Background: an optimization exercise with open tools, aiming at a short achievable clock period and few clock cycles. Do not read the settings as production practice.
In this exercise RTL edits were held to simulation tests only and were not proved equivalent to the original.
No activity file was given, so power comes from the tool's default toggle rates.

==> flow/design.v, too long to show whole: its modules and the start of the top module <==
// module rv_decoder: 181 lines
// module rv_alu: 128 lines
// module rv_eq32: 7 lines
// module rv_g_a21oi: 3 lines
// module rv_g_o21ai: 3 lines
// module rv_g_nand2: 3 lines
// module rv_g_nor2: 3 lines
// module rv_g_a22oi: 3 lines
// module rv_g_a222oi: 4 lines
// module rv_g_nand2r: 3 lines
// module rv_g_and2n: 3 lines
// module rv_g_nand4: 3 lines
// module rv_g_inv: 3 lines
// module rv_g_xor2: 3 lines
// module rv_g_xnor2: 3 lines
// module rv_add: 56 lines
// module rv_regfile: 32 lines
// module rv_rf_read: 25 lines
// module rv_lsu: 146 lines
// module rv_mux2: 10 lines
// module rv_pcinc: 12 lines
// module rv_ftarget: 30 lines
// module rv_fetch: 202 lines
// module rv_ctrl: 57 lines
// module rv_core: 350 lines
module rv_core #(
  parameter logic [31:0] boot_addr = 32'h0000_1000,
  parameter logic [31:0] trap_addr = 32'h0000_0100,
  parameter int unsigned num_req   = 3,
  parameter int unsigned num_loads = 4
) (
  input  logic        clk_i,
  input  logic        rst_i,
  output logic [31:0] inst_addr_o,
  input  logic [31:0] inst_data_i,
  output logic        inst_valid_o,
  input  logic        inst_ready_i,
  output logic [31:0] data_qaddr_o,
  output logic        data_qwrite_o,
  output logic [31:0] data_qdata_o,
  output logic [3:0]  data_qstrb_o,
  output logic        data_qvalid_o,
  input  logic        data_qready_i,
  input  logic [31:0] data_pdata_i,
  input  logic        data_pvalid_i
);
  // ...
==> flow/flow/run.sh <==
#!/bin/bash
# Standard layout, with timing repair aimed well below the design's period.
set -euo pipefail
bash standard.sh SETUP_SLACK_MARGIN=8.5 finish > flow_standard.log 2>&1
==> flow/standard.sh <==
#!/bin/bash
# synth_recipe.tcl (not shown) runs the flow's synth.tcl, then flattens the netlist and writes it again
# the make line also repeats each setting of config.mk as NAME=value (left out here)
make -C /OpenROAD-flow-scripts/flow DESIGN_CONFIG=/design/flow/config.mk WORK_HOME=/design/flow/orfs CLKGATE_MAP_FILE= SYNTH_SCRIPT=/design/flow/synth_recipe.tcl "${@:-finish}"
==> flow/config.mk <==
export PLATFORM = sky130hd
export DESIGN_NAME = rv_core
export DESIGN_NICKNAME = rv_core
export VERILOG_FILES = /design/flow/design.v
export SDC_FILE = /design/flow/constraint.sdc
export NUM_CORES = 8
export LEC_CHECK = 0
export ABC_CLOCK_PERIOD_IN_PS = 3500
export CAP_MARGIN = 20
export CORE_MARGIN = 2
export CORE_UTILIZATION = 60
export SLEW_MARGIN = 20
export SYNTH_HIERARCHICAL = 1
==> flow/constraint.sdc <==
create_clock -name core_clock -period 12.5 [get_ports {clk_i}]
set_input_delay 2.5000 -clock core_clock [delete_from_list [all_inputs] [get_ports {clk_i}]]
set_output_delay 2.5000 -clock core_clock [all_outputs]
set_load 0.01 [all_outputs]
==> flow_metrics.tcl, run 1 <==
set metrics [dict create \
    status "complete, no violations" \
    wl_met1_um 210000 \
    multi_input_area_um2 76400 \
    htree_num_levels 4 \
    clk_share 0.0492 \
    viasPerCell 7.55 \
    inv_count 355 \
    r2r_cells 9 \
    sh_seq_area 0.321 \
    cts_buffer_depth 3 \
    arrival_ns 4.92 \
    cts_hold_buffers 0 \
    syn_inst 12400 \
    crit_top_cell "mux2_4" \
    cts.clk_slew.worst_paths_ns 0.07 \
    clockBufferCount 272 \
    hold_path_class "register to register" \
    r2r_setup_slack_ns 8.18 \
    num-nonclk-buffers 804 \
    tightestPinTransition_ns 1.30 \
    avgSynthCellArea_um2 10.2 \
    core_um2 209000 \
    crit_path_end_kind "register" \
    grt.busiest_layer "met2" \
    final_common_cell "dfxtp_1" \
    switching_share 0.504 \
    largest_register_ff_count 992 \
    drc 0 \
    multi_input_cells 9149 \
    gr-usage-met3 0.275 \
    clock_power_share 0.184 \
    grt.met1_usage 0.658 \
    holdPathEnd "e_rd_oh_q[1]" \
    dp_slack_ns 6.43 \
    seq_area_um2 45600 \
    layout.nonclk_buf_frac 0.0549 \
    power.leakage_nw 48.9 \
    cts_tree "yes" \
    design_area_um2 142000 \
    p_clk_mw 6.43 \
    sequentialPowerShare 0.277 \
    cpMaxStageDelayCell "nor2_1" \
]
Testbench counts, summed over its fixed seeds: cycles 66,337.
==> module rv_alu, before the edit <==
module rv_alu #(
  parameter logic [31:0] trap_addr = 32'h0000_0100
) (
  input  logic [31:0] opa_i,
  input  logic [31:0] opb_i,
  input  logic [31:0] link_i,
  input  logic [31:0] alt_i,        
  input  logic        sel_add_i,
  input  logic        sel_sub_i,
  input  logic        sel_slt_i,
  input  logic        sel_xor_i,
  input  logic        sel_or_i,
  input  logic        sel_and_i,
  input  logic        sel_sll_i,
  input  logic        sel_srl_i,
  input  logic        sel_link_i,
  input  logic        cmp_signed_i,
  input  logic        sra_i,
  input  logic        valid_i,
  input  logic        is_branch_i,
  input  logic [2:0]  f3_i,
  input  logic        pt_i,         
  input  logic        near_i,       
  input  logic [1:0]  skip_n_i,
  input  logic        is_jalr_i,
  input  logic        trap_i,
  output logic [31:0] result_o,     
  output logic [31:0] result_rf_o,  
  output logic        redir_o,
  output logic [31:0] target_o,
  output logic        skip_o,
  output logic        kill_o        
);
  logic [31:0] sum;
  logic [31:0] diff;
  logic        co;
  logic        sum_co;
  logic [31:0] opb_n;
  logic        eq;
  logic [31:0] shl;
  logic [31:0] shr;
  logic [31:0] other;
  logic [31:0] other_n;
  assign opb_n = ~opb_i;
  rv_add #(.W(32)) i_sum (
    .a_i  (opa_i),
    .b_i  (opb_i),
    .s_o  (sum),
    .co_o (sum_co)
  );
  rv_add #(.W(32), .CIN(1)) i_diff (
    .a_i  (opa_i),
    .b_i  (opb_n),
    .s_o  (diff),
    .co_o (co)
  );
  rv_eq32 i_eq (.a_i (opa_i), .b_i (opb_i), .eq_o (eq));
  assign shl = opa_i << opb_i[4:0];
  assign shr = 32'($signed({sra_i & opa_i[31], opa_i}) >>> opb_i[4:0]);
  assign other = ({32{sel_xor_i}}  & (opa_i ^ opb_i))
               | ({32{sel_or_i}}   & (opa_i | opb_i))
               | ({32{sel_and_i}}  & (opa_i & opb_i))
               | ({32{sel_sll_i}}  & shl)
               | ({32{sel_srl_i}}  & shr)
               | ({32{sel_link_i}} & link_i);
  assign other_n = ~other;
  logic sd;
  logic lt_co1, lt_co0;
  logic lt;
  assign sd     = cmp_signed_i && (opa_i[31] ^ opb_i[31]);
  assign lt_co1 = sd && opa_i[31];
  assign lt_co0 = !sd || opa_i[31];
  rv_mux2 #(.W(1)) i_lt (.s_i (co), .a_i (lt_co1), .b_i (lt_co0), .y_o (lt));
  logic [31:0] n1;
  rv_g_a222oi u_n1_0 (
    .a1 (sel_add_i), .b1 (sum[0]),
    .a2 (sel_sub_i), .b2 (diff[0]),
    .a3 (sel_slt_i), .b3 (lt),
    .y  (n1[0])
  );
  for (genvar b = 1; b < 32; b++) begin : g_n1
    rv_g_a22oi u_n1 (.a1 (sel_add_i), .b1 (sum[b]), .a2 (sel_sub_i), .b2 (diff[b]), .y (n1[b]));
  end
  for (genvar b = 0; b < 32; b++) begin : g_res
    rv_g_nand2  u_fwd (.a (n1[b]), .b (other_n[b]), .y (result_o[b]));
    rv_g_nand2r u_rf  (.a (n1[b]), .b (other_n[b]), .y (result_rf_o[b]));
  end
  logic inv;
  logic r_t, r_nt, s_t;
  logic r1, r0, s1, s0, k1, k0;
  logic lt_v, eq_v, always_n;
  assign inv  = f3_i[0];
  assign r_t  = !pt_i && !near_i;           
  assign r_nt = pt_i;                       
  assign s_t  = near_i && (skip_n_i != 2'd0);
  assign r1   = inv ? r_nt : r_t;
  assign r0   = inv ? r_t : r_nt;
  assign s1   = !inv && s_t;
  assign s0   = inv && s_t;
  assign k1   = r1 || s1;
  assign k0   = r0 || s0;
  assign lt_v = valid_i && is_branch_i && f3_i[2];
  assign eq_v = valid_i && is_branch_i && !f3_i[2];
  assign always_n = !(valid_i && (trap_i || is_jalr_i));
  logic rl_co1, rl_co0, sl_co1, sl_co0, kl_co1, kl_co0;
  assign rl_co1 = sd ? (opa_i[31] ? r1 : r0) : r0;
  assign rl_co0 = sd ? (opa_i[31] ? r1 : r0) : r1;
  assign sl_co1 = sd ? (opa_i[31] ? s1 : s0) : s0;
  assign sl_co0 = sd ? (opa_i[31] ? s1 : s0) : s1;
  assign kl_co1 = sd ? (opa_i[31] ? k1 : k0) : k0;
  assign kl_co0 = sd ? (opa_i[31] ? k1 : k0) : k1;
  logic r_lt, s_lt, k_lt, r_eq, s_eq, k_eq;
  rv_mux2 #(.W(3)) i_lt_sel (.s_i (co), .a_i ({rl_co1, sl_co1, kl_co1}),
                             .b_i ({rl_co0, sl_co0, kl_co0}), .y_o ({r_lt, s_lt, k_lt}));
  rv_mux2 #(.W(3)) i_eq_sel (.s_i (eq), .a_i ({r1, s1, k1}),
                             .b_i ({r0, s0, k0}), .y_o ({r_eq, s_eq, k_eq}));
  logic r_n, s_n, k_n;
  rv_g_a22oi u_r (.a1 (lt_v), .b1 (r_lt), .a2 (eq_v), .b2 (r_eq), .y (r_n));
  rv_g_a22oi u_s (.a1 (lt_v), .b1 (s_lt), .a2 (eq_v), .b2 (s_eq), .y (s_n));
  rv_g_a22oi u_k (.a1 (lt_v), .b1 (k_lt), .a2 (eq_v), .b2 (k_eq), .y (k_n));
  rv_g_nand2 u_redir (.a (r_n), .b (always_n), .y (redir_o));
  rv_g_inv   u_skip  (.a (s_n), .y (skip_o));
  rv_g_nand2 u_kill  (.a (k_n), .b (always_n), .y (kill_o));
  logic [31:0] tgt_early;
  assign tgt_early = trap_i ? trap_addr : alt_i;
  rv_mux2 #(.W(32)) i_tgt (.s_i (is_jalr_i && !trap_i), .a_i ({sum[31:1], 1'b0}),
                           .b_i (tgt_early), .y_o (target_o));
endmodule
==> module rv_add, before the edit <==
module rv_add #(
  parameter int unsigned W   = 32,
  parameter int unsigned CIN = 0
) (
  input  logic [W-1:0] a_i,
  input  logic [W-1:0] b_i,
  output logic [W-1:0] s_o,
  output logic         co_o
);
  localparam int unsigned L = $clog2(W);
  logic [W-1:0] g [L+1];
  logic [W-1:0] t [L+1];
  logic [W-1:0] x;
  for (genvar i = 0; i < W; i++) begin : g_pg
    rv_g_xor2 u_x (.a (a_i[i]), .b (b_i[i]), .y (x[i]));
    if (i == 0 && CIN != 0) begin : g_cin
      rv_g_nor2 u_g (.a (a_i[i]), .b (b_i[i]), .y (g[0][i]));
    end else begin : g_nocin
      rv_g_nand2 u_g (.a (a_i[i]), .b (b_i[i]), .y (g[0][i]));
    end
    rv_g_nor2 u_t (.a (a_i[i]), .b (b_i[i]), .y (t[0][i]));
  end
  for (genvar l = 0; l < L; l++) begin : g_lv
    for (genvar i = 0; i < W; i++) begin : g_bt
      if (i >= (1 << l)) begin : g_c
        if (l % 2 == 0) begin : g_e
          rv_g_o21ai u_g (.a (t[l][i]), .b (g[l][i-(1<<l)]), .c (g[l][i]), .y (g[l+1][i]));
          rv_g_nor2  u_t (.a (t[l][i]), .b (t[l][i-(1<<l)]), .y (t[l+1][i]));
        end else begin : g_o
          rv_g_a21oi u_g (.a (t[l][i]), .b (g[l][i-(1<<l)]), .c (g[l][i]), .y (g[l+1][i]));
          rv_g_nand2 u_t (.a (t[l][i]), .b (t[l][i-(1<<l)]), .y (t[l+1][i]));
        end
      end else begin : g_n
        rv_g_inv u_g (.a (g[l][i]), .y (g[l+1][i]));
        rv_g_inv u_t (.a (t[l][i]), .y (t[l+1][i]));
      end
    end
  end
  if (CIN != 0) begin : g_s0c
    rv_g_inv u_s (.a (x[0]), .y (s_o[0]));
  end else begin : g_s0
    assign s_o[0] = x[0];
  end
  for (genvar i = 1; i < W; i++) begin : g_s
    if (L % 2 == 1) begin : g_t
      rv_g_xor2 u_s (.a (x[i]), .b (g[L][i-1]), .y (s_o[i]));
    end else begin : g_i
      rv_g_xnor2 u_s (.a (x[i]), .b (g[L][i-1]), .y (s_o[i]));
    end
  end
  if (L % 2 == 1) begin : g_co
    assign co_o = g[L][W-1];
  end else begin : g_coi
    rv_g_inv u_co (.a (g[L][W-1]), .y (co_o));
  end
endmodule
==> module rv_lsu, before the edit <==
module rv_lsu #(
  parameter int unsigned num_req     = 3,   
  parameter int unsigned num_loads   = 4    
) (
  input  logic        clk_i,
  input  logic        rst_i,
  input  logic        req_valid_i,
  input  logic [31:0] req_addr_i,
  input  logic [31:0] req_wdata_i,
  input  logic        req_write_i,
  input  logic [1:0]  req_size_i,
  input  logic        req_is_signed_i,
  input  logic [4:0]  req_tag_i,
  output logic [num_req-1:0]   req_busy_o,
  output logic [num_loads-1:0] ld_busy_o,
  output logic        rsp_valid_o,
  output logic [4:0]  rsp_tag_o,
  output logic [31:0] rsp_data_o,
  output logic [31:0] data_qaddr_o,
  output logic        data_qwrite_o,
  output logic [31:0] data_qdata_o,
  output logic [3:0]  data_qstrb_o,
  output logic        data_qvalid_o,
  input  logic        data_qready_i,
  input  logic [31:0] data_pdata_i,
  input  logic        data_pvalid_i
);
  logic [num_req-1:0] qv_q;
  logic        qw_q [num_req];
  logic [29:0] qa_q [num_req];
  logic [3:0]  qs_q [num_req];
  logic [31:0] qd_q [num_req];
  logic [31:0] new_data;
  logic [3:0]  new_strb;
  logic        qpop;
  always_comb begin
    case (req_size_i)
      ls_byte: begin
        new_data = {4{req_wdata_i[7:0]}};
        new_strb = 4'b0001 << req_addr_i[1:0];
      end
      ls_half: begin
        new_data = {2{req_wdata_i[15:0]}};
        new_strb = 4'b0011 << req_addr_i[1:0];
      end
      default: begin
        new_data = req_wdata_i;
        new_strb = 4'b1111;
      end
    endcase
  end
  assign qpop = qv_q[0] && data_qready_i;
  always_ff @(posedge clk_i or posedge rst_i) begin
    if (rst_i) begin
      qv_q <= '0;
    end else begin
      for (int i = 0; i < num_req; i++) begin
        logic vs;
        logic vp;
        vs = qpop ? ((i + 1 < num_req) ? qv_q[(i+1) % num_req] : 1'b0) : qv_q[i];
        vp = (i == 0) ? 1'b1 : (qpop ? qv_q[i] : qv_q[(i+num_req-1) % num_req]);
        qv_q[i] <= vs || (req_valid_i && vp);
      end
    end
  end
  always_ff @(posedge clk_i) begin
    for (int i = 0; i < num_req; i++) begin
      logic vs;
      logic vp;
      vs = qpop ? ((i + 1 < num_req) ? qv_q[(i+1) % num_req] : 1'b0) : qv_q[i];
      vp = (i == 0) ? 1'b1 : (qpop ? qv_q[i] : qv_q[(i+num_req-1) % num_req]);
      if (!vs) begin
        qw_q[i] <= req_write_i;
        qa_q[i] <= req_addr_i[31:2];
        qs_q[i] <= new_strb;
        qd_q[i] <= new_data;
      end else if (qpop && (i + 1 < num_req)) begin
        qw_q[i] <= qw_q[(i+1) % num_req];
        qa_q[i] <= qa_q[(i+1) % num_req];
        qs_q[i] <= qs_q[(i+1) % num_req];
        qd_q[i] <= qd_q[(i+1) % num_req];
      end
    end
  end
  assign req_busy_o    = qv_q;
  assign data_qvalid_o = qv_q[0];
  assign data_qwrite_o = qw_q[0];
  assign data_qaddr_o  = {qa_q[0], 2'b00};
  assign data_qstrb_o  = qs_q[0];
  assign data_qdata_o  = qd_q[0];
  logic [num_loads-1:0] lv_q;
  logic [4:0]  lt_q  [num_loads];
  logic [1:0]  lz_q  [num_loads];
  logic        lg_q  [num_loads];
  logic [1:0]  lo_q  [num_loads];
  logic        lpush;
  logic        lpop;
  assign lpush = req_valid_i && !req_write_i;
  assign lpop  = data_pvalid_i;
  always_ff @(posedge clk_i or posedge rst_i) begin
    if (rst_i) begin
      lv_q <= '0;
    end else begin
      for (int i = 0; i < num_loads; i++) begin
        logic vs;
        logic vp;
        vs = lpop ? ((i + 1 < num_loads) ? lv_q[(i+1) % num_loads] : 1'b0) : lv_q[i];
        vp = (i == 0) ? 1'b1 : (lpop ? lv_q[i] : lv_q[(i+num_loads-1) % num_loads]);
        lv_q[i] <= vs || (lpush && vp);
      end
    end
  end
  always_ff @(posedge clk_i) begin
    for (int i = 0; i < num_loads; i++) begin
      logic vs;
      vs = lpop ? ((i + 1 < num_loads) ? lv_q[(i+1) % num_loads] : 1'b0) : lv_q[i];
      if (!vs) begin
        lt_q[i] <= req_tag_i;
        lz_q[i] <= req_size_i;
        lg_q[i] <= req_is_signed_i;
        lo_q[i] <= req_addr_i[1:0];
      end else if (lpop && (i + 1 < num_loads)) begin
        lt_q[i] <= lt_q[(i+1) % num_loads];
        lz_q[i] <= lz_q[(i+1) % num_loads];
        lg_q[i] <= lg_q[(i+1) % num_loads];
        lo_q[i] <= lo_q[(i+1) % num_loads];
      end
    end
  end
  assign ld_busy_o   = lv_q;
  assign rsp_valid_o = data_pvalid_i;
  assign rsp_tag_o   = lt_q[0];
  logic [31:0] rsp_shifted;
  logic        rsp_sign;
  logic [31:0] rsp_data;
  assign rsp_shifted = data_pdata_i >> {lo_q[0], 3'b000};
  assign rsp_sign    = lg_q[0];
  assign rsp_data_o  = rsp_data;
  always_comb begin
    case (lz_q[0])
      ls_byte: rsp_data = {{24{rsp_sign & rsp_shifted[7]}}, rsp_shifted[7:0]};
      ls_half: rsp_data = {{16{rsp_sign & rsp_shifted[15]}}, rsp_shifted[15:0]};
      default: rsp_data = rsp_shifted;
    endcase
  end
endmodule
==> module rv_pcinc, before the edit <==
module rv_pcinc (
  input  logic [31:0] pc_i,
  output logic [18:0] b_p1_o,
  output logic [18:0] b_m1_o,
  output logic [10:0] j_p1_o,
  output logic [10:0] j_m1_o
);
  assign b_p1_o = pc_i[31:13] + 19'd1;
  assign b_m1_o = pc_i[31:13] - 19'd1;
  assign j_p1_o = pc_i[31:21] + 11'd1;
  assign j_m1_o = pc_i[31:21] - 11'd1;
endmodule
==> module rv_ftarget, before the edit <==
module rv_ftarget (
  input  logic [31:0] pc_i,
  input  logic [31:0] instr_i,
  input  logic [18:0] b_p1_i,
  input  logic [18:0] b_m1_i,
  input  logic [10:0] j_p1_i,
  input  logic [10:0] j_m1_i,
  output logic [31:0] target_o
);
  logic [12:0] b_imm;
  logic [20:0] j_imm;
  logic [13:0] b_lo;
  logic [21:0] j_lo;
  logic [18:0] b_hi;
  logic [10:0] j_hi;
  logic        b_up, b_dn, j_up, j_dn;
  assign b_imm = {instr_i[31], instr_i[7], instr_i[30:25], instr_i[11:8], 1'b0};
  assign j_imm = {instr_i[31], instr_i[19:12], instr_i[20], instr_i[30:21], 1'b0};
  rv_add #(.W(13)) i_b_lo (.a_i (pc_i[12:0]), .b_i (b_imm), .s_o (b_lo[12:0]), .co_o (b_lo[13]));
  rv_add #(.W(21)) i_j_lo (.a_i (pc_i[20:0]), .b_i (j_imm), .s_o (j_lo[20:0]), .co_o (j_lo[21]));
  assign b_up = !b_imm[12] && b_lo[13];
  assign b_dn = b_imm[12] && !b_lo[13];
  assign j_up = !j_imm[20] && j_lo[21];
  assign j_dn = j_imm[20] && !j_lo[21];
  assign b_hi = ({19{b_up}} & b_p1_i) | ({19{b_dn}} & b_m1_i) |
                ({19{!b_up && !b_dn}} & pc_i[31:13]);
  assign j_hi = ({11{j_up}} & j_p1_i) | ({11{j_dn}} & j_m1_i) |
                ({11{!j_up && !j_dn}} & pc_i[31:21]);
  assign target_o = instr_i[2] ? {j_hi, j_lo[20:0]} : {b_hi, b_lo[12:0]};
endmodule
==> module rv_fetch, before the edit <==
module rv_fetch #(
  parameter logic [31:0] boot_addr = 32'h0000_1000
) (
  input  logic        clk_i,
  input  logic        rst_i,
  input  logic [31:0] inst_data_i,
  input  logic        inst_ready_i,
  input  logic        redir_i,
  input  logic [31:0] redir_target_i,
  input  logic        s0_take_i,       
  output logic [31:0] pc_o,
  output logic        fetch_en_o,
  output logic        s0_v_o,
  output logic [31:0] s0_instr_o,
  output logic [31:0] s0_pc_o,
  output logic        s0_pt_o,
  output logic [31:0] s0_rs1_o,
  output logic [31:0] s0_rs2_o,
  output logic [31:0] s0_rd_o,
  output logic        s0_u1_o,
  output logic        s0_u2_o,
  output logic        s0_wl_o,
  output logic        s0_ld_o,
  output logic        s0_mem_o
);
  localparam int unsigned NQ = 4;
  logic        fetch_en_q;
  logic [31:0] pc_q;
  assign pc_o       = pc_q;
  assign fetch_en_o = fetch_en_q;
  logic        f_pt;
  logic [31:0] f_target;
  logic [18:0] b_p1, b_m1;
  logic [10:0] j_p1, j_m1;
  assign f_pt = (inst_data_i[6:0] == opc_jal) ||
                ((inst_data_i[6:0] == opc_branch) && inst_data_i[31] &&
                 (inst_data_i[14:13] != 2'b01));
  rv_pcinc i_pcinc (
    .pc_i   (pc_q),
    .b_p1_o (b_p1),
    .b_m1_o (b_m1),
    .j_p1_o (j_p1),
    .j_m1_o (j_m1)
  );
  rv_ftarget i_ftarget (
    .pc_i     (pc_q),
    .instr_i  (inst_data_i),
    .b_p1_i   (b_p1),
    .b_m1_i   (b_m1),
    .j_p1_i   (j_p1),
    .j_m1_i   (j_m1),
    .target_o (f_target)
  );
  logic        s0_v_q;
  logic [31:0] fq_instr_q [NQ];
  logic [31:0] fq_pc_q    [NQ];
  logic        fq_pt_q    [NQ];
  logic [1:0]  fq_rp_q;
  logic [1:0]  fq_wp_q;
  logic [2:0]  fq_cnt_q;
  logic        fq_any;
  logic        fq_room;
  logic        f_word;
  logic        f_take;
  logic        fq_push;
  logic        sel_ft;
  logic [31:0] pc_other;
  logic [31:0] pc_pre;
  logic [31:0] pc_next;
  assign fq_any  = (fq_cnt_q != 3'd0);
  assign fq_room = (fq_cnt_q != 3'(NQ));
  assign f_word  = fetch_en_q && inst_ready_i && fq_room;
  assign f_take  = f_word && !redir_i;
  assign fq_push = f_word && !(s0_take_i && !fq_any);
  always_comb begin
    if (!fetch_en_q) begin
      pc_other = boot_addr;
    end else if (f_word) begin
      pc_other = pc_q + 32'd4;
    end else begin
      pc_other = pc_q;
    end
  end
  assign sel_ft = f_word && f_pt;
  rv_mux2 #(.W(32)) i_pc_ft (
    .s_i (sel_ft),
    .a_i (f_target),
    .b_i (pc_other),
    .y_o (pc_pre)
  );
  rv_mux2 #(.W(32)) i_pc_redir (
    .s_i (redir_i),
    .a_i (redir_target_i),
    .b_i (pc_pre),
    .y_o (pc_next)
  );
  always_ff @(posedge clk_i) begin
    pc_q <= pc_next;
  end
  logic       s0_v_pre;
  logic [1:0] fq_rp_pre, fq_wp_pre;
  logic [2:0] fq_cnt_pre;
  logic [7:0] fq_st_pre;
  logic [7:0] fq_st_d;
  always_comb begin
    s0_v_pre   = s0_take_i ? (fq_any || f_word) : s0_v_q;
    fq_rp_pre  = fq_rp_q + {1'b0, s0_take_i && fq_any};
    fq_wp_pre  = fq_wp_q + {1'b0, fq_push};
    fq_cnt_pre = fq_cnt_q + {2'b0, fq_push} - {2'b0, s0_take_i && fq_any};
  end
  assign fq_st_pre = {s0_v_pre, fq_rp_pre, fq_wp_pre, fq_cnt_pre};
  for (genvar k = 0; k < 8; k++) begin : g_clr
    rv_g_and2n u_clr (
      .a   (fq_st_pre[k]),
      .b_n (redir_i),
      .y   (fq_st_d[k])
    );
  end
  always_ff @(posedge clk_i or posedge rst_i) begin
    if (rst_i) begin
      fetch_en_q <= 1'b0;
      s0_v_q     <= 1'b0;
      fq_rp_q    <= '0;
      fq_wp_q    <= '0;
      fq_cnt_q   <= '0;
    end else begin
      fetch_en_q <= 1'b1;
      {s0_v_q, fq_rp_q, fq_wp_q, fq_cnt_q} <= fq_st_d;
    end
  end
  logic [31:0] s0_in_instr, s0_in_pc;
  logic        s0_in_pt;
  logic        pd_uses_rs1, pd_uses_rs2, pd_write_rd, pd_is_load, pd_is_store;
  logic [31:0] pd_rs1_oh, pd_rs2_oh, pd_rd_oh;
  assign s0_in_instr = fq_any ? fq_instr_q[fq_rp_q] : inst_data_i;
  assign s0_in_pc    = fq_any ? fq_pc_q[fq_rp_q]    : pc_q;
  assign s0_in_pt    = fq_any ? fq_pt_q[fq_rp_q]    : f_pt;
  rv_decoder i_predecode (
    .instr_i      (s0_in_instr),
    .sel_add_o    (),
    .sel_slt_o    (),
    .sel_xor_o    (),
    .sel_or_o     (),
    .sel_and_o    (),
    .sel_sll_o    (),
    .sel_srl_o    (),
    .sel_link_o   (),
    .sub_o        (),
    .cmp_signed_o (),
    .sra_o        (),
    .opb_imm_o    (),
    .opa_pc_o     (),
    .opa_zero_o   (),
    .imm_o        (),
    .bj_imm_o     (),
    .rd_o         (),
    .rs1_o        (),
    .rs2_o        (),
    .uses_rs1_o   (pd_uses_rs1),
    .uses_rs2_o   (pd_uses_rs2),
    .write_rd_o   (pd_write_rd),
    .is_branch_o  (),
    .is_jal_o     (),
    .is_jalr_o    (),
    .is_load_o    (pd_is_load),
    .is_store_o   (pd_is_store),
    .is_signed_o  (),
    .ls_size_o    (),
    .illegal_o    ()
  );
  always_comb begin
    pd_rs1_oh = 32'd1 << s0_in_instr[19:15];
    pd_rs2_oh = 32'd1 << s0_in_instr[24:20];
    pd_rd_oh  = 32'd1 << s0_in_instr[11:7];
    pd_rs1_oh[0] = 1'b0;
    pd_rs2_oh[0] = 1'b0;
    pd_rd_oh[0]  = 1'b0;
  end
  always_ff @(posedge clk_i) begin
    if (s0_take_i) begin
      s0_instr_o <= s0_in_instr;
      s0_pc_o    <= s0_in_pc;
      s0_pt_o    <= s0_in_pt;
      s0_rs1_o   <= pd_rs1_oh;
      s0_rs2_o   <= pd_rs2_oh;
      s0_rd_o    <= pd_rd_oh;
      s0_u1_o    <= pd_uses_rs1;
      s0_u2_o    <= pd_uses_rs2;
      s0_wl_o    <= pd_write_rd || pd_is_load;
      s0_ld_o    <= pd_is_load;
      s0_mem_o   <= pd_is_load || pd_is_store;
    end
    for (int i = 0; i < NQ; i++) begin
      if (f_word && (fq_wp_q == 2'(i))) begin
        fq_instr_q[i] <= inst_data_i;
        fq_pc_q[i]    <= pc_q;
        fq_pt_q[i]    <= f_pt;
      end
    end
  end
  assign s0_v_o = s0_v_q;
endmodule
==> module rv_ctrl, before the edit <==
module rv_ctrl #(
  parameter int unsigned num_req   = 3,
  parameter int unsigned num_loads = 4
) (
  input  logic [31:0] s0_rs1_i,
  input  logic [31:0] s0_rs2_i,
  input  logic [31:0] s0_rd_i,
  input  logic        s0_u1_i,
  input  logic        s0_u2_i,
  input  logic        s0_wl_i,
  input  logic        s0_ld_i,
  input  logic        s0_mem_i,
  input  logic        is_store_i,
  input  logic [4:0]  rs1_i,
  input  logic [4:0]  rs2_i,
  input  logic [31:0] sb_i,
  input  logic [4:0]  rsp_tag_i,
  input  logic [num_req-1:0]   req_busy_i,
  input  logic [num_loads-1:0] ld_busy_i,
  input  logic        e_fwd_i,
  input  logic [4:0]  e_rd_i,
  input  logic        fix_i,
  output logic        stall_n_o,      
  output logic        stall_r_o,      
  output logic        e_hit1_o,
  output logic        e_hit2_o,
  output logic        t_hit1_o,       
  output logic        t_hit2_o,
  output logic [31:0] rsp_oh_o
);
  logic [31:0] rsp_oh;
  logic        h_all, h_rsp;
  logic        agu_n, agu_r;
  logic        other;
  always_comb begin
    rsp_oh    = 32'd1 << rsp_tag_i;
    rsp_oh[0] = 1'b0;
  end
  assign rsp_oh_o = rsp_oh;
  assign e_hit1_o = e_fwd_i && (e_rd_i == rs1_i);
  assign e_hit2_o = e_fwd_i && (e_rd_i == rs2_i);
  assign t_hit1_o = (rsp_tag_i != 5'd0) && (rsp_tag_i == rs1_i);
  assign t_hit2_o = (rsp_tag_i != 5'd0) && (rsp_tag_i == rs2_i);
  assign h_all = (s0_u1_i && |(s0_rs1_i & sb_i)) ||
                 (s0_u2_i && |(s0_rs2_i & sb_i)) ||
                 (s0_wl_i && |(s0_rd_i & sb_i));
  assign h_rsp = (s0_u1_i && |(s0_rs1_i & sb_i & ~rsp_oh)) ||
                 (s0_u2_i && |(s0_rs2_i & sb_i & ~rsp_oh)) ||
                 (s0_wl_i && |(s0_rd_i & sb_i & ~rsp_oh));
  assign agu_n = s0_mem_i && (e_hit1_o || (is_store_i && e_hit2_o));
  assign agu_r = agu_n || (s0_mem_i && t_hit1_o);
  assign other = (s0_mem_i && req_busy_i[num_req-1]) ||
                 (s0_ld_i && ld_busy_i[num_loads-1]) ||
                 fix_i;
  assign stall_n_o = h_all || agu_n || other;
  assign stall_r_o = h_rsp || agu_r || other;
endmodule
==> run 2, diff against run 1 <==
--- a/flow/design.v
+++ b/flow/design.v
@@ -265,6 +265,7 @@
   input  logic        near_i,       
   input  logic [1:0]  skip_n_i,
   input  logic        is_jalr_i,
+  input  logic        jr_ok_i,      
   input  logic        trap_i,
   output logic [31:0] result_o,     
   output logic [31:0] result_rf_o,  
@@ -288,13 +289,15 @@
     .a_i  (opa_i),
     .b_i  (opb_i),
     .s_o  (sum),
-    .co_o (sum_co)
+    .co_o (sum_co),
+    .con_o ()
   );
   rv_add #(.W(32), .CIN(1)) i_diff (
     .a_i  (opa_i),
     .b_i  (opb_n),
     .s_o  (diff),
-    .co_o (co)
+    .co_o (co),
+    .con_o ()
   );
   rv_eq32 i_eq (.a_i (opa_i), .b_i (opb_i), .eq_o (eq));
   assign shl = opa_i << opb_i[4:0];
@@ -343,7 +346,7 @@
   assign k0   = r0 || s0;
   assign lt_v = valid_i && is_branch_i && f3_i[2];
   assign eq_v = valid_i && is_branch_i && !f3_i[2];
-  assign always_n = !(valid_i && (trap_i || is_jalr_i));
+  assign always_n = !(valid_i && (trap_i || (is_jalr_i && !jr_ok_i)));
   logic rl_co1, rl_co0, sl_co1, sl_co0, kl_co1, kl_co0;
   assign rl_co1 = sd ? (opa_i[31] ? r1 : r0) : r0;
   assign rl_co0 = sd ? (opa_i[31] ? r1 : r0) : r1;
@@ -402,6 +405,9 @@
 module rv_g_and2n (input logic a, input logic b_n, output logic y);
   assign y = a & ~b_n;
 endmodule
+module rv_g_nand3 (input logic a, input logic b, input logic c, output logic y);
+  assign y = ~(a & b & c);
+endmodule
 module rv_g_nand4 (input logic a, input logic b, input logic c, input logic d, output logic y);
   assign y = ~(a & b & c & d);
 endmodule
@@ -421,7 +427,8 @@
   input  logic [W-1:0] a_i,
   input  logic [W-1:0] b_i,
   output logic [W-1:0] s_o,
-  output logic         co_o
+  output logic         co_o,
+  output logic         con_o     
 );
   localparam int unsigned L = $clog2(W);
   logic [W-1:0] g [L+1];
@@ -466,8 +473,10 @@
   end
   if (L % 2 == 1) begin : g_co
     assign co_o = g[L][W-1];
+    rv_g_inv u_con (.a (g[L][W-1]), .y (con_o));
   end else begin : g_coi
     rv_g_inv u_co (.a (g[L][W-1]), .y (co_o));
+    assign con_o = g[L][W-1];
   end
 endmodule
 `default_nettype wire
@@ -600,11 +609,9 @@
     end
   end
   always_ff @(posedge clk_i) begin
-    for (int i = 0; i < num_req; i++) begin
+    for (int i = 1; i < num_req; i++) begin
       logic vs;
-      logic vp;
       vs = qpop ? ((i + 1 < num_req) ? qv_q[(i+1) % num_req] : 1'b0) : qv_q[i];
-      vp = (i == 0) ? 1'b1 : (qpop ? qv_q[i] : qv_q[(i+num_req-1) % num_req]);
       if (!vs) begin
         qw_q[i] <= req_write_i;
         qa_q[i] <= req_addr_i[31:2];
@@ -618,12 +625,23 @@
       end
     end
   end
+  logic [66:0] head_d;
+  logic [66:0] head_q;
+  logic        head_keep;
+  assign head_keep = qpop ? qv_q[1] : qv_q[0];
+  assign head_d    = !head_keep ? {req_write_i, req_addr_i[31:2], new_strb, new_data} :
+                     qpop       ? {qw_q[1], qa_q[1], qs_q[1], qd_q[1]} :
+                                  head_q;
+  rv_reg #(.W(67)) i_head (.clk_i (clk_i), .d_i (head_d), .q_o (head_q));
+  logic qv0_d;
+  assign qv0_d = (qpop ? qv_q[1] : qv_q[0]) || req_valid_i;
+  rv_reg_r #(.W(1), .RV(1'b0)) i_qv_out (.clk_i (clk_i), .rst_i (rst_i), .d_i (qv0_d),
+                                         .q_o (data_qvalid_o));
   assign req_busy_o    = qv_q;
-  assign data_qvalid_o = qv_q[0];
-  assign data_qwrite_o = qw_q[0];
-  assign data_qaddr_o  = {qa_q[0], 2'b00};
-  assign data_qstrb_o  = qs_q[0];
-  assign data_qdata_o  = qd_q[0];
+  assign data_qwrite_o = head_q[66];
+  assign data_qaddr_o  = {head_q[65:36], 2'b00};
+  assign data_qstrb_o  = head_q[35:32];
+  assign data_qdata_o  = head_q[31:0];
   logic [num_loads-1:0] lv_q;
   logic [4:0]  lt_q  [num_loads];
   logic [1:0]  lz_q  [num_loads];
@@ -694,13 +712,45 @@
 );
   assign y_o = s_i ? a_i : b_i;
 endmodule
+module rv_reg #(
+  parameter int unsigned W = 1
+) (
+  input  logic         clk_i,
+  input  logic [W-1:0] d_i,
+  output logic [W-1:0] q_o
+);
+  always_ff @(posedge clk_i) begin
+    q_o <= d_i;
+  end
+endmodule
+module rv_reg_r #(
+  parameter int unsigned W  = 1,
+  parameter logic [W-1:0] RV = '0
+) (
+  input  logic         clk_i,
+  input  logic         rst_i,
+  input  logic [W-1:0] d_i,
+  output logic [W-1:0] q_o
+);
+  always_ff @(posedge clk_i or posedge rst_i) begin
+    if (rst_i) begin
+      q_o <= RV;
+    end else begin
+      q_o <= d_i;
+    end
+  end
+endmodule
 module rv_pcinc (
   input  logic [31:0] pc_i,
   output logic [18:0] b_p1_o,
   output logic [18:0] b_m1_o,
   output logic [10:0] j_p1_o,
-  output logic [10:0] j_m1_o
+  output logic [10:0] j_m1_o,
+  output logic [19:0] u_p1_o,
+  output logic [19:0] u_m1_o
 );
+  assign u_p1_o = pc_i[31:12] + 20'd1;
+  assign u_m1_o = pc_i[31:12] - 20'd1;
   assign b_p1_o = pc_i[31:13] + 19'd1;
   assign b_m1_o = pc_i[31:13] - 19'd1;
   assign j_p1_o = pc_i[31:21] + 11'd1;
@@ -713,28 +763,103 @@
   input  logic [18:0] b_m1_i,
   input  logic [10:0] j_p1_i,
   input  logic [10:0] j_m1_i,
-  output logic [31:0] target_o
+  output logic [31:0] b_tgt_o,
+  output logic [31:0] j_tgt_o
 );
   logic [12:0] b_imm;
   logic [20:0] j_imm;
-  logic [13:0] b_lo;
-  logic [21:0] j_lo;
+  logic [12:0] b_lo;
+  logic [20:0] j_lo;
   logic [18:0] b_hi;
   logic [10:0] j_hi;
-  logic        b_up, b_dn, j_up, j_dn;
   assign b_imm = {instr_i[31], instr_i[7], instr_i[30:25], instr_i[11:8], 1'b0};
   assign j_imm = {instr_i[31], instr_i[19:12], instr_i[20], instr_i[30:21], 1'b0};
-  rv_add #(.W(13)) i_b_lo (.a_i (pc_i[12:0]), .b_i (b_imm), .s_o (b_lo[12:0]), .co_o (b_lo[13]));
-  rv_add #(.W(21)) i_j_lo (.a_i (pc_i[20:0]), .b_i (j_imm), .s_o (j_lo[20:0]), .co_o (j_lo[21]));
-  assign b_up = !b_imm[12] && b_lo[13];
-  assign b_dn = b_imm[12] && !b_lo[13];
-  assign j_up = !j_imm[20] && j_lo[21];
-  assign j_dn = j_imm[20] && !j_lo[21];
-  assign b_hi = ({19{b_up}} & b_p1_i) | ({19{b_dn}} & b_m1_i) |
-                ({19{!b_up && !b_dn}} & pc_i[31:13]);
-  assign j_hi = ({11{j_up}} & j_p1_i) | ({11{j_dn}} & j_m1_i) |
-                ({11{!j_up && !j_dn}} & pc_i[31:21]);
-  assign target_o = instr_i[2] ? {j_hi, j_lo[20:0]} : {b_hi, b_lo[12:0]};
+  logic b_con, j_co;
+  rv_add #(.W(13)) i_b_lo (.a_i (pc_i[12:0]), .b_i (b_imm), .s_o (b_lo[12:0]), .co_o (),
+                           .con_o (b_con));
+  rv_add #(.W(21)) i_j_lo (.a_i (pc_i[20:0]), .b_i (j_imm), .s_o (j_lo[20:0]), .co_o (j_co),
+                           .con_o ());
+  logic [18:0] b_c1, b_c0;
+  logic [10:0] j_c1, j_c0;
+  assign b_c1 = b_imm[12] ? pc_i[31:13] : b_p1_i;
+  assign b_c0 = b_imm[12] ? b_m1_i : pc_i[31:13];
+  assign j_c1 = j_imm[20] ? pc_i[31:21] : j_p1_i;
+  assign j_c0 = j_imm[20] ? j_m1_i : pc_i[31:21];
+  rv_mux2 #(.W(19)) i_bhi (.s_i (b_con), .a_i (b_c0), .b_i (b_c1), .y_o (b_hi));
+  rv_mux2 #(.W(11)) i_jhi (.s_i (j_co), .a_i (j_c1), .b_i (j_c0), .y_o (j_hi));
+  assign b_tgt_o = {b_hi, b_lo[12:0]};
+  assign j_tgt_o = {j_hi, j_lo[20:0]};
+endmodule
+module rv_auipc_hi (
+  input  logic [31:0] pc_i,
+  input  logic [31:0] instr_i,
+  input  logic [19:0] u_p1_i,
+  input  logic [19:0] u_m1_i,
+  output logic [19:0] hi_o,
+  output logic [19:0] hi_p1_o,
+  output logic [19:0] hi_m1_o
+);
+  logic co0, co1, co2;
+  rv_add #(.W(20)) i_hi (.a_i (pc_i[31:12]), .b_i (instr_i[31:12]), .s_o (hi_o),    .co_o (co0), .con_o ());
+  rv_add #(.W(20)) i_p1 (.a_i (u_p1_i),      .b_i (instr_i[31:12]), .s_o (hi_p1_o), .co_o (co1), .con_o ());
+  rv_add #(.W(20)) i_m1 (.a_i (u_m1_i),      .b_i (instr_i[31:12]), .s_o (hi_m1_o), .co_o (co2), .con_o ());
+endmodule
+module rv_jrtarget (
+  input  logic [31:0] instr_i,
+  input  logic [11:0] lo_i,
+  input  logic [19:0] hi_i,
+  input  logic [19:0] hi_p1_i,
+  input  logic [19:0] hi_m1_i,
+  output logic [31:0] tgt_o
+);
+  logic [11:0] lo;
+  logic        con;
+  logic [19:0] hi;
+  logic [19:0] c1, c0;
+  rv_add #(.W(12)) i_lo (.a_i (lo_i), .b_i (instr_i[31:20]), .s_o (lo), .co_o (), .con_o (con));
+  assign c1 = instr_i[31] ? hi_i : hi_p1_i;
+  assign c0 = instr_i[31] ? hi_m1_i : hi_i;
+  rv_mux2 #(.W(20)) i_hi (.s_i (con), .a_i (c0), .b_i (c1), .y_o (hi));
+  assign tgt_o = {hi, lo[11:1], 1'b0};
+endmodule
+module rv_sel5 (
+  input  logic        s0_i,
+  input  logic [31:0] d0_i,
+  input  logic        s1_i,
+  input  logic [31:0] d1_i,
+  input  logic        s2_i,
+  input  logic [31:0] d2_i,
+  input  logic        s3_i,
+  input  logic [31:0] d3_i,
+  input  logic        s4_i,
+  input  logic [31:0] d4_i,
+  output logic [31:0] y_o
+);
+  for (genvar b = 0; b < 32; b++) begin : g_bit
+    logic n23, n40, n1;
+    rv_g_a22oi u_23 (.a1 (s2_i), .b1 (d2_i[b]), .a2 (s3_i), .b2 (d3_i[b]), .y (n23));
+    rv_g_a22oi u_40 (.a1 (s4_i), .b1 (d4_i[b]), .a2 (s0_i), .b2 (d0_i[b]), .y (n40));
+    rv_g_nand2 u_1  (.a (s1_i), .b (d1_i[b]), .y (n1));
+    rv_g_nand3 u_y  (.a (n23), .b (n40), .c (n1), .y (y_o[b]));
+  end
+endmodule
+module rv_sel4 (
+  input  logic        s0_i,
+  input  logic [31:0] d0_i,
+  input  logic        s1_i,
+  input  logic [31:0] d1_i,
+  input  logic        s2_i,
+  input  logic [31:0] d2_i,
+  input  logic        s3_i,
+  input  logic [31:0] d3_i,
+  output logic [31:0] y_o
+);
+  for (genvar b = 0; b < 32; b++) begin : g_bit
+    logic n01, n23;
+    rv_g_a22oi u_01 (.a1 (s0_i), .b1 (d0_i[b]), .a2 (s1_i), .b2 (d1_i[b]), .y (n01));
+    rv_g_a22oi u_23 (.a1 (s2_i), .b1 (d2_i[b]), .a2 (s3_i), .b2 (d3_i[b]), .y (n23));
+    rv_g_nand2 u_y  (.a (n01), .b (n23), .y (y_o[b]));
+  end
 endmodule
 module rv_fetch #(
   parameter logic [31:0] boot_addr = 32'h0000_1000
@@ -747,7 +872,8 @@
   input  logic [31:0] redir_target_i,
   input  logic        s0_take_i,       
   output logic [31:0] pc_o,
-  output logic        fetch_en_o,
+  output logic        fetch_en_o,      
+  output logic        fetch_on_o,      
   output logic        s0_v_o,
   output logic [31:0] s0_instr_o,
   output logic [31:0] s0_pc_o,
@@ -764,21 +890,50 @@
   localparam int unsigned NQ = 4;
   logic        fetch_en_q;
   logic [31:0] pc_q;
-  assign pc_o       = pc_q;
-  assign fetch_en_o = fetch_en_q;
   logic        f_pt;
-  logic [31:0] f_target;
+  logic [31:0] f_b_tgt;
+  logic [31:0] f_j_tgt;
   logic [18:0] b_p1, b_m1;
   logic [10:0] j_p1, j_m1;
+  logic [19:0] u_p1, u_m1;
+  logic [19:0] f_au_hi, f_au_hi_p1, f_au_hi_m1;
+  logic [31:0] f_jr_tgt;
+  logic        la_v_q;
+  logic [4:0]  la_rd_q;
+  logic [11:0] la_lo_q;
+  logic [19:0] la_hi_q, la_hi_p1_q, la_hi_m1_q;
+  logic        f_jr;
+  assign f_jr = (inst_data_i[6:0] == opc_jalr) && (inst_data_i[14:12] == 3'b000) &&
+                la_v_q && (inst_data_i[19:15] == la_rd_q);
   assign f_pt = (inst_data_i[6:0] == opc_jal) ||
                 ((inst_data_i[6:0] == opc_branch) && inst_data_i[31] &&
-                 (inst_data_i[14:13] != 2'b01));
+                 (inst_data_i[14:13] != 2'b01)) ||
+                f_jr;
   rv_pcinc i_pcinc (
     .pc_i   (pc_q),
     .b_p1_o (b_p1),
     .b_m1_o (b_m1),
     .j_p1_o (j_p1),
-    .j_m1_o (j_m1)
+    .j_m1_o (j_m1),
+    .u_p1_o (u_p1),
+    .u_m1_o (u_m1)
+  );
+  rv_auipc_hi i_auipc_hi (
+    .pc_i    (pc_q),
+    .instr_i (inst_data_i),
+    .u_p1_i  (u_p1),
+    .u_m1_i  (u_m1),
+    .hi_o    (f_au_hi),
+    .hi_p1_o (f_au_hi_p1),
+    .hi_m1_o (f_au_hi_m1)
+  );
+  rv_jrtarget i_jrtarget (
+    .instr_i (inst_data_i),
+    .lo_i    (la_lo_q),
+    .hi_i    (la_hi_q),
+    .hi_p1_i (la_hi_p1_q),
+    .hi_m1_i (la_hi_m1_q),
+    .tgt_o   (f_jr_tgt)
   );
   rv_ftarget i_ftarget (
     .pc_i     (pc_q),
@@ -787,7 +942,8 @@
     .b_m1_i   (b_m1),
     .j_p1_i   (j_p1),
     .j_m1_i   (j_m1),
-    .target_o (f_target)
+    .b_tgt_o  (f_b_tgt),
+    .j_tgt_o  (f_j_tgt)
   );
   logic        s0_v_q;
   logic [31:0] fq_instr_q [NQ];
@@ -803,7 +959,6 @@
   logic        fq_push;
   logic        sel_ft;
   logic [31:0] pc_other;
-  logic [31:0] pc_pre;
   logic [31:0] pc_next;
   assign fq_any  = (fq_cnt_q != 3'd0);
   assign fq_room = (fq_cnt_q != 3'(NQ));
@@ -819,33 +974,71 @@
       pc_other = pc_q;
     end
   end
+  logic s_r, s_j, s_b, s_jr, s_o;
   assign sel_ft = f_word && f_pt;
-  rv_mux2 #(.W(32)) i_pc_ft (
-    .s_i (sel_ft),
-    .a_i (f_target),
-    .b_i (pc_other),
-    .y_o (pc_pre)
-  );
-  rv_mux2 #(.W(32)) i_pc_redir (
-    .s_i (redir_i),
-    .a_i (redir_target_i),
-    .b_i (pc_pre),
-    .y_o (pc_next)
+  assign s_r    = redir_i;
+  assign s_j    = !redir_i && sel_ft && inst_data_i[2] && inst_data_i[3];
+  assign s_b    = !redir_i && sel_ft && !inst_data_i[2];
+  assign s_jr   = !redir_i && sel_ft && inst_data_i[2] && !inst_data_i[3];
+  assign s_o    = !redir_i && !sel_ft;
+  rv_sel5 i_pc_sel (
+    .s0_i (s_r),  .d0_i (redir_target_i),
+    .s1_i (s_o),  .d1_i (pc_other),
+    .s2_i (s_j),  .d2_i (f_j_tgt),
+    .s3_i (s_b),  .d3_i (f_b_tgt),
+    .s4_i (s_jr), .d4_i (f_jr_tgt),
+    .y_o  (pc_next)
   );
+  always_ff @(posedge clk_i or posedge rst_i) begin
+    if (rst_i) begin
+      la_v_q <= 1'b0;
+    end else if (redir_i) begin
+      la_v_q <= 1'b0;
+    end else if (f_word) begin
+      la_v_q <= (inst_data_i[6:0] == opc_auipc) && (inst_data_i[11:7] != 5'd0);
+    end
+  end
+  always_ff @(posedge clk_i) begin
+    if (f_word) begin
+      la_rd_q    <= inst_data_i[11:7];
+      la_lo_q    <= pc_q[11:0];
+      la_hi_q    <= f_au_hi;
+      la_hi_p1_q <= f_au_hi_p1;
+      la_hi_m1_q <= f_au_hi_m1;
+    end
+  end
   always_ff @(posedge clk_i) begin
     pc_q <= pc_next;
   end
+  rv_reg #(.W(32)) i_pc_out (.clk_i (clk_i), .d_i (pc_next), .q_o (pc_o));
+  rv_reg_r #(.W(1), .RV(1'b0)) i_valid_out (.clk_i (clk_i), .rst_i (rst_i), .d_i (1'b1),
+                                            .q_o (fetch_en_o));
+  assign fetch_on_o = fetch_en_q;
   logic       s0_v_pre;
   logic [1:0] fq_rp_pre, fq_wp_pre;
   logic [2:0] fq_cnt_pre;
   logic [7:0] fq_st_pre;
   logic [7:0] fq_st_d;
-  always_comb begin
-    s0_v_pre   = s0_take_i ? (fq_any || f_word) : s0_v_q;
-    fq_rp_pre  = fq_rp_q + {1'b0, s0_take_i && fq_any};
-    fq_wp_pre  = fq_wp_q + {1'b0, fq_push};
-    fq_cnt_pre = fq_cnt_q + {2'b0, fq_push} - {2'b0, s0_take_i && fq_any};
-  end
+  logic [2:0] cnt_11, cnt_10, cnt_01, cnt_00, cnt_1x, cnt_0x;
+  logic [1:0] rp_1, wp_inc, wp_a, wp_fw;
+  logic       v_fw;
+  assign cnt_11 = fq_any ? fq_cnt_q          : 3'd0;
+  assign cnt_10 = fq_any ? fq_cnt_q - 3'd1   : 3'd0;
+  assign cnt_01 = fq_any ? fq_cnt_q + 3'd1   : 3'd1;
+  assign cnt_00 = fq_cnt_q;
+  assign rp_1   = fq_any ? fq_rp_q + 2'd1 : fq_rp_q;
+  assign wp_inc = fq_wp_q + 2'd1;
+  assign wp_a   = fq_any ? wp_inc : fq_wp_q;
+  assign v_fw   = 1'b1;
+  rv_mux2 #(.W(3)) i_cnt_1 (.s_i (f_word), .a_i (cnt_11), .b_i (cnt_10), .y_o (cnt_1x));
+  rv_mux2 #(.W(3)) i_cnt_0 (.s_i (f_word), .a_i (cnt_01), .b_i (cnt_00), .y_o (cnt_0x));
+  rv_mux2 #(.W(3)) i_cnt   (.s_i (s0_take_i), .a_i (cnt_1x), .b_i (cnt_0x), .y_o (fq_cnt_pre));
+  rv_mux2 #(.W(2)) i_rp    (.s_i (s0_take_i), .a_i (rp_1), .b_i (fq_rp_q), .y_o (fq_rp_pre));
+  rv_mux2 #(.W(2)) i_wp_fw (.s_i (s0_take_i), .a_i (wp_a), .b_i (wp_inc), .y_o (wp_fw));
+  rv_mux2 #(.W(2)) i_wp    (.s_i (f_word), .a_i (wp_fw), .b_i (fq_wp_q), .y_o (fq_wp_pre));
+  logic v_take;
+  rv_mux2 #(.W(1)) i_v_take (.s_i (f_word), .a_i (v_fw), .b_i (fq_any), .y_o (v_take));
+  rv_mux2 #(.W(1)) i_v      (.s_i (s0_take_i), .a_i (v_take), .b_i (s0_v_q), .y_o (s0_v_pre));
   assign fq_st_pre = {s0_v_pre, fq_rp_pre, fq_wp_pre, fq_cnt_pre};
   for (genvar k = 0; k < 8; k++) begin : g_clr
     rv_g_and2n u_clr (
@@ -938,6 +1131,26 @@
   end
   assign s0_v_o = s0_v_q;
 endmodule
+module rv_orsel31 (
+  input  logic [31:0] sel_i,
+  input  logic [31:0] v_i,
+  output logic        y_o
+);
+  logic [15:0] l1;
+  logic [3:0]  l2;
+  logic [1:0]  l3;
+  for (genvar k = 0; k < 15; k++) begin : g_pair
+    rv_g_a22oi u_ao (.a1 (sel_i[2*k+1]), .b1 (v_i[2*k+1]), .a2 (sel_i[2*k+2]), .b2 (v_i[2*k+2]),
+                     .y (l1[k]));
+  end
+  rv_g_nand2 u_last (.a (sel_i[31]), .b (v_i[31]), .y (l1[15]));
+  for (genvar k = 0; k < 4; k++) begin : g_quad
+    rv_g_nand4 u_n4 (.a (l1[4*k]), .b (l1[4*k+1]), .c (l1[4*k+2]), .d (l1[4*k+3]), .y (l2[k]));
+  end
+  rv_g_nor2  u_n2a (.a (l2[0]), .b (l2[1]), .y (l3[0]));
+  rv_g_nor2  u_n2b (.a (l2[2]), .b (l2[3]), .y (l3[1]));
+  rv_g_nand2 u_out (.a (l3[0]), .b (l3[1]), .y (y_o));
+endmodule
 module rv_ctrl #(
   parameter int unsigned num_req   = 3,
   parameter int unsigned num_loads = 4
@@ -953,6 +1166,7 @@
   input  logic        is_store_i,
   input  logic [4:0]  rs1_i,
   input  logic [4:0]  rs2_i,
+  input  logic [4:0]  s0_rd_idx_i,
   input  logic [31:0] sb_i,
   input  logic [4:0]  rsp_tag_i,
   input  logic [num_req-1:0]   req_busy_i,
@@ -969,7 +1183,8 @@
   output logic [31:0] rsp_oh_o
 );
   logic [31:0] rsp_oh;
-  logic        h_all, h_rsp;
+  logic        busy1, busy2, busyd;
+  logic        m1, m2, md;
   logic        agu_n, agu_r;
   logic        other;
   always_comb begin
@@ -977,23 +1192,25 @@
     rsp_oh[0] = 1'b0;
   end
   assign rsp_oh_o = rsp_oh;
+  rv_orsel31 i_busy1 (.sel_i (s0_rs1_i), .v_i (sb_i), .y_o (busy1));
+  rv_orsel31 i_busy2 (.sel_i (s0_rs2_i), .v_i (sb_i), .y_o (busy2));
+  rv_orsel31 i_busyd (.sel_i (s0_rd_i),  .v_i (sb_i), .y_o (busyd));
+  assign m1 = (rsp_tag_i == rs1_i);
+  assign m2 = (rsp_tag_i == rs2_i);
+  assign md = (rsp_tag_i == s0_rd_idx_i);
   assign e_hit1_o = e_fwd_i && (e_rd_i == rs1_i);
   assign e_hit2_o = e_fwd_i && (e_rd_i == rs2_i);
-  assign t_hit1_o = (rsp_tag_i != 5'd0) && (rsp_tag_i == rs1_i);
-  assign t_hit2_o = (rsp_tag_i != 5'd0) && (rsp_tag_i == rs2_i);
-  assign h_all = (s0_u1_i && |(s0_rs1_i & sb_i)) ||
-                 (s0_u2_i && |(s0_rs2_i & sb_i)) ||
-                 (s0_wl_i && |(s0_rd_i & sb_i));
-  assign h_rsp = (s0_u1_i && |(s0_rs1_i & sb_i & ~rsp_oh)) ||
-                 (s0_u2_i && |(s0_rs2_i & sb_i & ~rsp_oh)) ||
-                 (s0_wl_i && |(s0_rd_i & sb_i & ~rsp_oh));
+  assign t_hit1_o = (rsp_tag_i != 5'd0) && m1;
+  assign t_hit2_o = (rsp_tag_i != 5'd0) && m2;
   assign agu_n = s0_mem_i && (e_hit1_o || (is_store_i && e_hit2_o));
   assign agu_r = agu_n || (s0_mem_i && t_hit1_o);
   assign other = (s0_mem_i && req_busy_i[num_req-1]) ||
                  (s0_ld_i && ld_busy_i[num_loads-1]) ||
                  fix_i;
-  assign stall_n_o = h_all || agu_n || other;
-  assign stall_r_o = h_rsp || agu_r || other;
+  assign stall_n_o = (s0_u1_i && busy1) || (s0_u2_i && busy2) || (s0_wl_i && busyd) ||
+                     agu_n || other;
+  assign stall_r_o = (s0_u1_i && busy1 && !m1) || (s0_u2_i && busy2 && !m2) ||
+                     (s0_wl_i && busyd && !md) || agu_r || other;
 endmodule
 module rv_core #(
   parameter logic [31:0] boot_addr = 32'h0000_1000,
@@ -1017,6 +1234,7 @@
   input  logic        data_pvalid_i
 );
   logic        fetch_en;
+  logic        fetch_on;
   logic        redir;
   logic [31:0] redir_target;
   logic        s0_take;
@@ -1036,6 +1254,7 @@
     .s0_take_i      (s0_take),
     .pc_o           (inst_addr_o),
     .fetch_en_o     (fetch_en),
+    .fetch_on_o     (fetch_on),
     .s0_v_o         (s0_v),
     .s0_instr_o     (s0_instr),
     .s0_pc_o        (s0_pc),
@@ -1106,6 +1325,7 @@
   logic        e_sel_sll_q, e_sel_srl_q, e_sel_link_q;
   logic        e_cmp_signed_q, e_sra_q;
   logic        e_is_branch_q, e_pt_q, e_is_jalr_q;
+  logic        e_is_auipc_q, e_jr_ok_q;
   logic        e_write_q, e_illegal_q;
   logic [2:0]  e_f3_q;
   logic        e_near_q;
@@ -1144,6 +1364,7 @@
     .is_store_i (dc_is_store),
     .rs1_i      (dc_rs1),
     .rs2_i      (dc_rs2),
+    .s0_rd_idx_i (dc_rd),
     .sb_i       (sb_q),
     .rsp_tag_i  (rsp_tag),
     .req_busy_i (req_busy),
@@ -1197,7 +1418,7 @@
   logic [31:0] rf_a, rf_b;
   rv_regfile i_regfile (
     .clk_i     (clk_i),
-    .clr_i     (!fetch_en),
+    .clr_i     (!fetch_on),
     .rsel_a_i  (s0_rs1),
     .rsel_b_i  (s0_rs2),
     .wsel0_i   ((ev_q && e_write_q && !e_illegal_q) ? e_rd_oh_q : 32'd0),
@@ -1224,7 +1445,7 @@
   logic        d_misaligned;
   logic        d_req;
   logic d_addr_co;
-  rv_add #(.W(32)) i_agu (.a_i (rf_a), .b_i (dc_imm), .s_o (d_addr), .co_o (d_addr_co));
+  rv_add #(.W(32)) i_agu (.a_i (rf_a), .b_i (dc_imm), .s_o (d_addr), .co_o (d_addr_co), .con_o ());
   rv_mux2 #(.W(32)) i_wdata (.s_i (r_hit2), .a_i (rsp_data), .b_i (rf_b), .y_o (d_wdata));
   always_comb begin
     case (dc_ls_size)
@@ -1263,6 +1484,9 @@
     e_near_q       <= dc_is_branch && !s0_pt && d_near;
     e_skip_n_q     <= dc_bj_imm[3:2] - 2'd1;
     e_is_jalr_q    <= dc_is_jalr;
+    e_is_auipc_q   <= (s0_instr[6:0] == opc_auipc);
+    e_jr_ok_q      <= s0_pt && ev_q && e_is_auipc_q && (e_rd_q == dc_rs1) &&
+                      (e_link_q == s0_pc);
     e_write_q      <= dc_write_rd && (dc_rd != 5'd0);
     e_illegal_q    <= dc_illegal || d_misaligned;
     e_f3_q         <= s0_instr[14:12];
@@ -1294,6 +1518,7 @@
     .near_i       (e_near_q),
     .skip_n_i     (e_skip_n_q),
     .is_jalr_i    (e_is_jalr_q),
+    .jr_ok_i      (e_jr_ok_q),
     .trap_i       (e_illegal_q),
     .result_o     (e_result),
     .result_rf_o  (e_result_rf),
==> flow/flow/run.sh (replaced) <==
#!/bin/bash
# Standard layout, with timing repair aimed well below the design's period.
set -euo pipefail
bash standard.sh SETUP_SLACK_MARGIN=9.0 finish > flow_standard.log 2>&1
--- a/flow/config.mk
+++ b/flow/config.mk
@@ -9,5 +9,7 @@
 export CAP_MARGIN = 20
 export CORE_MARGIN = 2
 export CORE_UTILIZATION = 60
+export CTS_CLUSTER_DIAMETER = 120
+export CTS_CLUSTER_SIZE = 24
 export SLEW_MARGIN = 20
 export SYNTH_HIERARCHICAL = 1
==> flow_metrics.tcl, run 2 <==
set metrics [dict create \
    avgSynthCellArea_um2 10.0 \
    gp_congestion 1.08 \
    syn-cell-area_um2 135000 \
    track_usage 0.538 \
    cts_hold_buffers 0 \
    top_regs "i_regfile.regs_q x992, i_fetch.fq_instr_q x128, i_fetch.fq_pc_q x128" \
    slew_viol_final 0 \
    cts_buffer_depth 3 \
    p_int_mw 18.1 \
    firstDrtPassIters 15 \
    yosysWarnings 51 \
    p_per_area_nw_per_um2 226 \
    multi_input_area_um2 89800 \
    finalWorstPathRequiredPeriod_ns 4.14 \
    grt_max_degree 210 \
    hold_viol 0 \
    setup_viol 0 \
    grt_antenna_before_repair 39 \
    clkSinkCount 2038 \
    final_common_cell "dfxtp_1" \
    syn_inst 13500 \
    sequentialPowerShare 0.270 \
    fin_tns_setup_ns 0 \
    drtIter0Drc 22600 \
    critPathLaunchType "register" \
    nets 14200 \
    hpwl_um 388000 \
    ant_nets 0 \
    largest_register_ff_count 992 \
    fin_util 0.734 \
    arrival_ns 4.71 \
    cts_root_buf "clkbuf_16" \
    cp_max_fo 32 \
    clock_power_share 0.106 \
    cap_violations 0 \
    viasPerCell 7.54 \
    critPathKind "register to register" \
    num_vias 129000 \
    fmax_mhz 242 \
    layout_common_cells "dfxtp_1, a22oi_2, mux2i_1" \
    initial_core_util 0.602 \
    grt_pass1_wl_um 890000 \
    regMostFlops "i_regfile.regs_q" \
    hold_path_class "register to register" \
    cts_buffers 97 \
    final_layout_size_suffix_gt1_frac 0.393 \
    io_pins 172 \
    drc 0 \
    clock_skew_ns 0.104 \
    period_share 0.331 \
    grt_pass1_vias 118000 \
    irDropWorstVdd_mv 0.172 \
    comb_power_share 0.625 \
    cts.clk_slew.worst_paths_ns 0.11 \
    cts_tree "yes" \
    wl_per_cell_um 39.6 \
    maxSlewHeadroom 0.0718 \
    placementRows 174 \
    status "complete, no violations" \
    crit_path_end_kind "register" \
    die_w_um 478 \
    seq_area_um2 48200 \
    port_buffers 169 \
    worst_ep_required_time_ns 13.08 \
    switching_share 0.512 \
    grt_remaining_overflow 0 \
    drt_wl_total_um 677000 \
    area_growth_syn_to_layout_pct 21.9 \
    die_h_um 478 \
    power.leakage_nw 57.6 \
    core_um2 224000 \
    tightestPinTransition_ns 1.39 \
    p_switching_mw 19.0 \
    rsz0062_at_grt "true" \
    clk_latency_ns 0.89 \
    htree_num_levels 3 \
    fp.dieArea_um2 229000 \
    fill_cells 15300 \
]
-- run 2: critical path, stage by stage, from the launching register on --
cell and delay, ns:
edfxtp_1 0.60, buf_4 0.48, a22oi_2 0.29, nand4_1 0.23, nor2_1 0.88, nand2_1 0.47
mux2_4 0.41, nand2_2 0.08, o21ai_2 0.09, mux2_4 0.29
-- run 2: area by class of cell --
type | count | share of cell area
Timing Repair Buffer | 1391 | 0.109
Antenna cell | 38 | 0.000578
Clock inverter | 12 | 0.00127
Inverter | 443 | 0.0114
Multi-Input combinational cell | 10000 | 0.546
Sequential cell | 2038 | 0.293
Tap cell | 2992 | 0.0227
Clock buffer | 146 | 0.0162
-- run 2: path summary, 6_finish.rpt --
check	end	startpoint	cells past startpoint	slack, ns
setup / recovery	i_lsu.qd_q[1][26]	i_fetch.s0_rs2_o[3]	9	8.36
hold / removal	e_rd_oh_q[23]	i_fetch.s0_rd_o[23]	0	0.43
setup reg to reg	i_lsu.qd_q[1][26]	i_fetch.s0_rs2_o[3]	9	8.36
hold reg to reg	e_rd_oh_q[23]	i_fetch.s0_rd_o[23]	0	0.43
max in group asynchronous	sb_q[15]	rst_i	4	9.61
min in group asynchronous	i_fetch.i_valid_out.q_o	rst_i	3	2.13
-- run 2: per-stage QoR --
| stage | power [mW] | cells | area (um^2) | hold slack [ns] | setup slack [ns] |
|---|---|---|---|---|---|
| after floorplan | 19.5 | 13500 | 138000 | 0.346 | 7.10 |
| final | 37.1 | 17100 | 165000 | 0.434 | 8.36 |
| after global routing | 37.2 | 17100 | 164000 | 0.443 | 8.48 |
| after detailed placement | 25.7 | 16100 | 140000 | 0.390 | 6.47 |
| after global placement | 25.4 | 16100 | 140000 | 0.384 | 6.17 |
| after CTS | 32.9 | 16800 | 155000 | 0.414 | 8.59 |
-- run 2: layer usage --
layer  track usage  share of wire  vias up
met5        0.0321         0.0039        -
met4         0.399           0.11       45
li1              -              -    50700
met3         0.242           0.18     3612
met2         0.727           0.38    12100
met1         0.664           0.34    62500
-- run 2: power groups by stage --
stage | logic [mW] | registers (mW) | clock network (mW)
6_report | 23.2 | 10.0 | 3.93
5_1_grt | 23.1 | 10.0 | 4.06
4_1_cts | 19.2 | 9.86 | 3.84
3_5_place_dp | 15.7 | 10.0 | 0
3_3_place_gp | 15.5 | 9.94 | 0
2_1_floorplan | 9.26 | 10.2 | 0
-- run 2: what timing repair did --
action / CTS / global route
setup buffers: 459 / 233
resized for setup: 2361 / 1463
setup endpoints to repair: 2294 / 1757
pin swaps: 282 / 336
gates cloned: 80 / 49
Testbench counts of run 2, summed over its fixed seeds: cycles 65,014.

[afterwards: timing with drivers on the ports]
How much do the figures lean on ideal ports? The routed layouts below were timed once more, with nothing changed but the port constraints.
Step 1 assumes that a clkbuf_16 drives the clock port and a buf_2 every other input.
Step 2 times the ports against the registers' clock, not the clock port: input delays grow and output delays shrink by t, the midpoint of the rising clock arrivals with the driver on.
Three values: ideal, step 1, step 2; two values: the first two.
| run | t (ns) | slack for setup (ns) | hold slack, ns | worst slew at a driven data input, ns | pins driven straight from the clock port |
|---|---|---|---|---|---|
| run 1 | 0.980 | 8.178 / 8.178 / 7.331 | 0.424 / 0.424 / 0.424 | 0.24 | 1 |
| run 2 | 0.942 | 8.363 / 8.363 / 7.566 | 0.434 / 0.434 / 0.434 | 0.30 | 1 |
After both steps setup and hold are still met in every run listed. For run 1, which loses most, drivers alone change the setup slack by 0.000 ns; drivers and shift together by -0.847 ns.
